Source: an optimization exercise on an open RTL-to-GDS flow (aim: small area, a short achievable clock period and few clock cycles). Production flows keep margins and buffers that such runs may drop.
RTL that was checked went through simulation tests only; none was proved equivalent to the original.

## west
Design magnetometer_frame_heading, start of the top module:
module magnetometer_frame_heading (
	input  logic                                 clk,
	input  logic                                 arst_n,
	input  logic                                 in_valid,
	output logic                                 in_stall,
	input  logic                                 command,
	input  logic [7:0]                           rx_byte,
	output logic                                 out_valid,
	input  logic                                 out_stall,
	output logic                                 send_request,
	output logic                                 frame_done,
	output logic                                 frame_ok,
	output logic [mfh_pkg::DEG_W-1:0]            heading_deg,
	output logic [mfh_pkg::DEG_W-1:0]            tilt_xz_deg,
	output logic [mfh_pkg::DEG_W-1:0]            tilt_yz_deg,
	output logic signed [mfh_pkg::VAL_W-1:0]     field_x,
	output logic signed [mfh_pkg::VAL_W-1:0]     field_y,
	output logic signed [mfh_pkg::VAL_W-1:0]     field_z,
	input  logic                                 cfg_we,
	input  logic [0:0]                           cfg_index,
	input  logic [mfh_pkg::CFG_W-1:0]            cfg_data
);
Size in the first run: roughly 390 flip-flops, ~34000 sq um of cells after synthesis.
make LEC_CHECK=0 CAP_MARGIN=20 CORE_MARGIN=2 CORE_UTILIZATION=40 SETUP_SLACK_MARGIN=3.0 SLEW_MARGIN=20 finish   # period 7.5 ns
run.sh (not shown) runs the stock make flow with config.mk's settings and CLKGATE_MAP_FILE= SYNTH_SCRIPT=/design/flow/synth_recipe.tcl, a recipe that flattens the netlist after the stock synthesis.
west finished every stage and its layout cleared the timing, design-rule and antenna checks.
Testbench counts of west, summed over its fixed seeds: cycles 7,288.
Inputs modified between west and north:
- a change of CORE_UTILIZATION from 40 to 45
- an added ABC_AREA of 1
Findings:
The final layout from north, which completed every stage, passed the timing, design-rule and antenna checks at the end of the flow. Top metal layer carrying routed signals: met4 -> north, met5 -> west. On area growth from synthesis to final layout: between north and west, it ends up lower for north. | detailed router's first-iteration violation count | north vs west | worse |. Count of plain and timing-repair buffers in the layout: north < west. north vs west — first-pass GRT wire length climbed by more than 10%. met1 capacity usage during global routing in north is 4.4 points above west.


magnetometer_frame_heading, a different RTL version from the one above (not shown whole).
Size in the first run: about 5,200 cells after synthesis.
Settings: LEC_CHECK=0, ABC_AREA=1, CAP_MARGIN=20, CORE_MARGIN=2, CORE_UTILIZATION=40, SETUP_SLACK_MARGIN=3.0, SLEW_MARGIN=20; clock period 7.5 ns.
==> next run, changes <==
--- a/flow/config.mk
+++ b/flow/config.mk
@@ -8 +7,0 @@
-export ABC_AREA = 1
Result: The changed run produced a clean layout; via count came out lower by about 15%; design area decreases by 0.54%; synthesized area drops by 4.0%.
Function was not checked in any run of this note: the RTL went through the layout flow alone.


v12:
Another version of the RTL of magnetometer_frame_heading (not shown whole).
Size: about 120 I/O pins, roughly 0.035 mm² of cells after synthesis.
// magnetometer_frame_heading
module magnetometer_frame_heading (
	input  logic                                 clk,
	input  logic                                 arst_n,
	input  logic                                 in_valid,
	output logic                                 in_stall,
	input  logic                                 command,
	input  logic [7:0]                           rx_byte,
	output logic                                 out_valid,
	input  logic                                 out_stall,
	output logic                                 send_request,
	output logic                                 frame_done,
	output logic                                 frame_ok,
	output logic [mfh_pkg::DEG_W-1:0]            heading_deg,
	output logic [mfh_pkg::DEG_W-1:0]            tilt_xz_deg,
	output logic [mfh_pkg::DEG_W-1:0]            tilt_yz_deg,
	output logic signed [mfh_pkg::VAL_W-1:0]     field_x,
	output logic signed [mfh_pkg::VAL_W-1:0]     field_y,
	output logic signed [mfh_pkg::VAL_W-1:0]     field_z,
	input  logic                                 cfg_we,
	input  logic [0:0]                           cfg_index,
	input  logic [mfh_pkg::CFG_W-1:0]            cfg_data
);
	localparam int XW  = mfh_pkg::XW;
	localparam int YAW = mfh_pkg::YAW;
	localparam int YBW = mfh_pkg::YBW;
	localparam int SW  = mfh_pkg::SW;
  ...
==> flow/config.mk <==
export PLATFORM = sky130hd
export DESIGN_NAME = magnetometer_frame_heading
export DESIGN_NICKNAME = magnetometer_frame_heading
export VERILOG_FILES = /design/flow/design.v
export SDC_FILE = /design/flow/constraint.sdc
export NUM_CORES = 4
export LEC_CHECK = 0
export ABC_AREA = 1
export CAP_MARGIN = 20
export CORE_MARGIN = 2
export CORE_UTILIZATION = 45
export GPL_ROUTABILITY_DRIVEN = 0
export SETUP_SLACK_MARGIN = 3.5
export SLEW_MARGIN = 20
==> flow/constraint.sdc <==
create_clock -name core_clock -period 7.5 [get_ports {clk}]
set_input_delay 1.5000 -clock core_clock [delete_from_list [all_inputs] [get_ports {clk}]]
set_output_delay 1.5000 -clock core_clock [all_outputs]
set_load 0.01 [all_outputs]
In summary, v12 completed successfully, with a layout that passed the timing, design-rule and antenna checks.
Testbench counts of v12, summed over its fixed seeds: cycles 7,288.
Input-level comparison between v2 and v12:
# v12
export LEC_CHECK = 0
export ABC_AREA = 1
export CAP_MARGIN = 20
export CORE_MARGIN = 2
export CORE_UTILIZATION = 45
export GPL_ROUTABILITY_DRIVEN = 0
export SETUP_SLACK_MARGIN = 3.5
export SLEW_MARGIN = 20
create_clock -name core_clock -period 7.5 [get_ports {clk}]
# v2
export LEC_CHECK = 0
export ABC_AREA = 1
export CAP_MARGIN = 20
export CORE_MARGIN = 2
export CORE_UTILIZATION = 45
export SETUP_SLACK_MARGIN = 3.25
export SLEW_MARGIN = 20
create_clock -name core_clock -period 7.5 [get_ports {clk}]
Notes after the runs:
Diff v12 -> v2: count of inverters other than clock inverters in the layout about even, count of H-tree levels built during CTS was more or less identical, register-to-register slack down 0.21 ns, sequential cell count flat.
v2: done, clean on timing, DRC and antenna
v2: critical path buffer and inverter count higher than v12
In the reports for v12 and v2, the smaller core utilization belongs to v2.
Here is what was changed in the inputs of v29 compared with v2.
# v2
export LEC_CHECK = 0
export ABC_AREA = 1
export CAP_MARGIN = 20
export CORE_MARGIN = 2
export CORE_UTILIZATION = 45
export SETUP_SLACK_MARGIN = 3.25
export SLEW_MARGIN = 20
create_clock -name core_clock -period 7.5 [get_ports {clk}]
# v29
export LEC_CHECK = 0
export ABC_AREA = 1
export CAP_MARGIN = 20
export CORE_MARGIN = 2
export CORE_UTILIZATION = 55
export SETUP_SLACK_MARGIN = 3.5
export SLEW_MARGIN = 20
create_clock -name core_clock -period 7.5 [get_ports {clk}]
Results
Of the two candidates, v2 has the better first-pass GRT wire length and v29 the worse one. Per the comparison of v29 with v2, worst setup margin saw an increase, slew of the pin with the lowest slew margin has increased, number of tap cells inserted decreased by about 19% relative to the old numbers, count of nets after finishing +1.2%, final non-filler cell area higher. v29 vs v2: highest attainable clock frequency up by a few percent. Looking only at placed cell count, and setting everything else aside, the lower value of v29 and v2 goes to v29. Compared with v2, in v29 wire length on met3 increased by 1900 µm relative to the old numbers; count of filler cells inserted in the layout saw a decrease.
Setup changes, v29 to v49
# v29
export LEC_CHECK = 0
export ABC_AREA = 1
export CAP_MARGIN = 20
export CORE_MARGIN = 2
export CORE_UTILIZATION = 55
export SETUP_SLACK_MARGIN = 3.5
export SLEW_MARGIN = 20
create_clock -name core_clock -period 7.5 [get_ports {clk}]
# v49
export LEC_CHECK = 0
export ABC_AREA = 1
export CAP_MARGIN = 20
export CORE_MARGIN = 2
export CORE_UTILIZATION = 45
export CTS_BUF_LIST = sky130_fd_sc_hd__clkbuf_4
export SETUP_SLACK_MARGIN = 3.5
export SLEW_MARGIN = 20
create_clock -name core_clock -period 7.5 [get_ports {clk}]
==> comparison <==
- Relative slew slack ended up 6.8 points higher on v49 than on v29.
Inputs modified between v49 and v52:
# v49
export LEC_CHECK = 0
export ABC_AREA = 1
export CAP_MARGIN = 20
export CORE_MARGIN = 2
export CORE_UTILIZATION = 45
export CTS_BUF_LIST = sky130_fd_sc_hd__clkbuf_4
export SETUP_SLACK_MARGIN = 3.5
export SLEW_MARGIN = 20
create_clock -name core_clock -period 7.5 [get_ports {clk}]
# v52
export LEC_CHECK = 0
export ABC_AREA = 1
export CAP_MARGIN = 20
export CORE_MARGIN = 2
export CORE_UTILIZATION = 45
export SETUP_SLACK_MARGIN = 3.75
export SLEW_MARGIN = 20
create_clock -name core_clock -period 7.5 [get_ports {clk}]
[summary]
- Re via count: v52 is 2.0% up on v49.
- Compared with v49, in v52 global-route wire length before repair has increased; post-CTS setup repair buffer count now larger.
## Diff of input files: v14 against v52
# v52
export LEC_CHECK = 0
export ABC_AREA = 1
export CAP_MARGIN = 20
export CORE_MARGIN = 2
export CORE_UTILIZATION = 45
export SETUP_SLACK_MARGIN = 3.75
export SLEW_MARGIN = 20
create_clock -name core_clock -period 7.5 [get_ports {clk}]
# v14
export LEC_CHECK = 0
export ABC_AREA = 1
export CAP_MARGIN = 20
export CORE_MARGIN = 2
export CORE_UTILIZATION = 45
export CTS_BUF_LIST = sky130_fd_sc_hd__clkbuf_8
export SETUP_SLACK_MARGIN = 3.5
export SLEW_MARGIN = 20
create_clock -name core_clock -period 7.5 [get_ports {clk}]
- Headroom to the max-slew limit ended up 0.76 points higher on v14 than on v52.
- Looking at class of the most critical setup path, the reg -> reg result is from v52; the in -> reg one comes from v14.
- Summary of the comparison: highest fanout seen on the critical path is higher in v14, relative to v52.
- Relative to v52, routed wire length has decreased by about 5% in v14.
- v52 → v14: final critical-path required period rose 0.062 ns, amount of wire on met2 after detailed routing fell about 7%, clock buffer instance count of the final layout rose about 40%.
- v52: flow completed, timing, DRC and antenna clean
- v14 ran to completion and came out clean on the timing, design-rule and antenna checks.
- v52 -> v14: detailed-route via count decreased by a few percent
- From v52 to v14 the numbers moved as follows: placement-stage worst setup slack now sits lower, number of cells in the finished layout apart from fillers decreased by 101 relative to the old numbers.


Setup of v26:
magnetometer_frame_heading again, from the RTL that the note above started with.
==> flow/design.v (excerpt) <==
module magnetometer_frame_heading (
	input  logic                                 clk,
	input  logic                                 arst_n,
	input  logic                                 in_valid,
	output logic                                 in_stall,
	input  logic                                 command,
	input  logic [7:0]                           rx_byte,
	output logic                                 out_valid,
	input  logic                                 out_stall,
	output logic                                 send_request,
	output logic                                 frame_done,
	output logic                                 frame_ok,
	output logic [mfh_pkg::DEG_W-1:0]            heading_deg,
	output logic [mfh_pkg::DEG_W-1:0]            tilt_xz_deg,
	output logic [mfh_pkg::DEG_W-1:0]            tilt_yz_deg,
	output logic signed [mfh_pkg::VAL_W-1:0]     field_x,
	output logic signed [mfh_pkg::VAL_W-1:0]     field_y,
	output logic signed [mfh_pkg::VAL_W-1:0]     field_z,
	input  logic                                 cfg_we,
	input  logic [0:0]                           cfg_index,
	input  logic [mfh_pkg::CFG_W-1:0]            cfg_data
);
Settings: LEC_CHECK=0, ABC_AREA=1, CAP_MARGIN=20, CORE_MARGIN=2, CORE_UTILIZATION=35, SETUP_SLACK_MARGIN=3.5, SLEW_MARGIN=20; clock period 7.5 ns.
Testbench counts of v26, summed over its fixed seeds: cycles 7,288.
Setup changes, v26 to v20
diff --git a/flow/config.mk b/flow/config.mk
--- a/flow/config.mk
+++ b/flow/config.mk
@@ -7,7 +7,7 @@
 export LEC_CHECK = 0
 export ABC_AREA = 1
-export CAP_MARGIN = 20
+export CAP_MARGIN = 5
 export CORE_MARGIN = 2
-export CORE_UTILIZATION = 35
+export CORE_UTILIZATION = 45
 export SETUP_SLACK_MARGIN = 3.5
-export SLEW_MARGIN = 20
+export SLEW_MARGIN = 5
### Flow results
v20 reached the final stage; the timing, design-rule and antenna checks on its layout passed.
The post-synthesis to final-layout area growth of v20 falls short of that of v26 by 1.4 points.
A timing startpoint of the critical path of rx_byte[1] is what v26 shows, while a_y_q[33] belongs to v20.
Comparing the two runs side by side, v20 comes out ahead of v26 on time the final worst path needs with I/O delays and setup.
[compare] base=v26 new=v20: overall global routing resource usage higher, initial detailed-routing violation count now smaller.
Between v26 and v20, the cell count went down.
v20 gives less final wirelength than v26 did.
Modified inputs, v11 compared to v20
diff --git a/flow/config.mk b/flow/config.mk
--- a/flow/config.mk
+++ b/flow/config.mk
@@ -7,7 +7,8 @@
 export LEC_CHECK = 0
 export ABC_AREA = 1
-export CAP_MARGIN = 5
+export CAP_MARGIN = 20
 export CORE_MARGIN = 2
 export CORE_UTILIZATION = 45
+export GPL_TIMING_DRIVEN = 0
 export SETUP_SLACK_MARGIN = 3.5
-export SLEW_MARGIN = 5
+export SLEW_MARGIN = 20
Results
The sequential standard cell area of v20 and that of v11 are within noise of each other.
Between v11 and v20, it is v11 whose maximum frequency is lower, by about 2%.
Looking at total wire length, v11 sits 13,000 um above v20.
For the synthesis-to-finish area growth, v11 came in 4.4 points higher than v20 did.


== wip/onyx ==
magnetometer_frame_heading, a different RTL version from the one above (not shown whole).
Size in the first run: about 5200 cells after synthesis, ~390 flip-flops, about 120 I/O pins, roughly 0.037 sq mm of cells after synthesis.
==> flow/design.v (excerpt) <==
module magnetometer_frame_heading (
	input  logic                                 clk,
	input  logic                                 arst_n,
	input  logic                                 in_valid,
	output logic                                 in_stall,
	input  logic                                 command,
	input  logic [7:0]                           rx_byte,
	output logic                                 out_valid,
	input  logic                                 out_stall,
	output logic                                 send_request,
	output logic                                 frame_done,
	output logic                                 frame_ok,
	output logic [mfh_pkg::DEG_W-1:0]            heading_deg,
	output logic [mfh_pkg::DEG_W-1:0]            tilt_xz_deg,
	output logic [mfh_pkg::DEG_W-1:0]            tilt_yz_deg,
	output logic signed [mfh_pkg::VAL_W-1:0]     field_x,
	output logic signed [mfh_pkg::VAL_W-1:0]     field_y,
	output logic signed [mfh_pkg::VAL_W-1:0]     field_z,
	input  logic                                 cfg_we,
	input  logic [0:0]                           cfg_index,
	input  logic [mfh_pkg::CFG_W-1:0]            cfg_data
);
export LEC_CHECK = 0
export ABC_AREA = 1
export CAP_MARGIN = 20
export CORE_MARGIN = 2
export CORE_UTILIZATION = 60
export SETUP_SLACK_MARGIN = 3.0
export SLEW_MARGIN = 20
create_clock -name core_clock -period 7.5 [get_ports {clk}]
Every stage of the flow completed for wip/onyx, and the final layout passed the timing, design-rule and antenna checks.
### wip/onyx -> wip/quartz
- changing CORE_UTILIZATION from 60 to 40
- removing ABC_AREA (formerly 1)
Notes after the runs:
In wip/quartz the net total in the final layout turned out about 20% lower than in wip/onyx.
Re number of fill cells: wip/quartz is 3045 up on wip/onyx.
Function was not checked in any run of this note: the RTL went through the layout flow alone.


Another version of the RTL of magnetometer_frame_heading (not shown whole).
Size: about 3900 cells after synthesis, about 390 flip-flops, ~35000 µm² of cells after synthesis.
Settings: LEC_CHECK=0, CAP_MARGIN=20, CORE_MARGIN=2, CORE_UTILIZATION=40, SETUP_SLACK_MARGIN=4.5, SLEW_MARGIN=20; clock period 7.5 ns.
The baseline passed the timing, design-rule and antenna checks.
Rerun with:
--- a/flow/config.mk
+++ b/flow/config.mk
@@ -9,4 +9,4 @@
 export CORE_MARGIN = 2
 export CORE_UTILIZATION = 40
-export SETUP_SLACK_MARGIN = 4.5
+export SETUP_SLACK_MARGIN = 3.0
 export SLEW_MARGIN = 20
What happened: The changed run ran to the end with no violations; non-clock buffer count fell by 470; cell area fell by about 20%; wire length fell by about 17%.
Rerun with:
--- a/flow/config.mk
+++ b/flow/config.mk
@@ -9,4 +9,4 @@
 export CORE_MARGIN = 2
 export CORE_UTILIZATION = 40
-export SETUP_SLACK_MARGIN = 3.0
+export SETUP_SLACK_MARGIN = 3.5
 export SLEW_MARGIN = 20
The new run produced a clean layout.
Cell area climbs by 12%.
Synthesized cell count is unchanged.
Wire length climbs by 9.9%.
Maximum frequency is higher by 3.6%.
Worst setup slack is better by 0.16 ns.
Final cell count rises by 5.1%.
Non-clock buffer count goes up by 262.
Clock-buffer cell count goes down by 7.
Rerun with:
--- a/flow/config.mk
+++ b/flow/config.mk
@@ -9,4 +9,4 @@
 export CORE_MARGIN = 2
 export CORE_UTILIZATION = 40
-export SETUP_SLACK_MARGIN = 3.5
+export SETUP_SLACK_MARGIN = 2.5
 export SLEW_MARGIN = 20
Result: Register-to-register slack got worse by 0.54 ns; setup slack got worse by 0.54 ns; flip-flop and latch count is unchanged.
Function was not checked in any run of this note: the RTL went through the layout flow alone.

[port drivers added, routing unchanged]
How much do the figures lean on ideal ports? The routed layouts below were timed once more, with nothing changed but the port constraints.
Step 1: set_driving_cell puts a clkbuf_16 on clk and a buf_2 on each other input, an assumption about the parent block.
Step 2 times the ports against the registers' clock, not the clock port: input delays grow and output delays shrink by t, the midpoint of the rising clock arrivals with the driver on.
Slacks: no drivers / after step 1 / after step 2; pairs: no drivers / after step 1.
| run | t (ns) | slack for setup (ns) | clock arrival spread, ns | worst slew at a driven data input, ns | cell pins on the clock port's net |
|---|---|---|---|---|---|
| west | 0.672 | 3.081 / 3.120 / 2.451 | 0.053 / 0.053 | 0.07 | 1 |
| north | 0.659 | 3.286 / 3.286 / 2.681 | 0.023 / 0.024 | 0.04 | 1 |
| the first run of note 2 | 0.680 | 3.229 / 3.229 / 2.649 | 0.046 / 0.047 | 0.07 | 1 |
| the second run of note 2 | 0.677 | 3.093 / 3.093 / 2.583 | 0.018 / 0.019 | 0.07 | 1 |
| v12 | 0.671 | 3.593 / 3.593 / 2.973 | 0.020 / 0.020 | 0.06 | 1 |
| v2 | 0.674 | 3.385 / 3.385 / 2.757 | 0.036 / 0.036 | 0.05 | 1 |
| v29 | 0.663 | 3.592 / 3.592 / 3.086 | 0.023 / 0.023 | 0.05 | 1 |
| v49 | 0.958 | 3.622 / 3.622 / 2.749 | 0.072 / 0.072 | 0.05 | 1 |
| v52 | 0.692 | 3.670 / 3.670 / 3.216 | 0.017 / 0.017 | 0.07 | 1 |
| v14 | 0.741 | 3.607 / 3.642 / 2.901 | 0.039 / 0.038 | 0.05 | 1 |
| v26 | 0.694 | 3.550 / 3.579 / 2.885 | 0.036 / 0.036 | 0.08 | 1 |
| v20 | 0.661 | 3.623 / 3.623 / 3.060 | 0.031 / 0.031 | 0.05 | 1 |
| v11 | 0.665 | 3.540 / 3.540 / 3.081 | 0.033 / 0.033 | 0.04 | 1 |
| wip/onyx | 0.673 | 3.149 / 3.149 / 2.583 | 0.024 / 0.024 | 0.05 | 1 |
| wip/quartz | 0.659 | 3.120 / 3.120 / 2.654 | 0.043 / 0.043 | 0.08 | 1 |
| the first run of note 6 | 0.683 | 3.111 / 3.111 / 2.738 | 0.050 / 0.050 | 0.08 | 1 |
| the second run of note 6 | 0.684 | 3.063 / 3.063 / 2.632 | 0.029 / 0.029 | 0.07 | 1 |
| the third run of note 6 | 0.684 | 3.219 / 3.219 / 2.854 | 0.047 / 0.047 | 0.06 | 1 |
| the fourth run of note 6 | 0.671 | 2.684 / 2.684 / 2.417 | 0.049 / 0.049 | 0.07 | 1 |
After both steps setup and hold are still met in every run listed. The setup slack of v49, which loses most, moves by 0.000 ns with the drivers and by -0.873 ns with both steps.
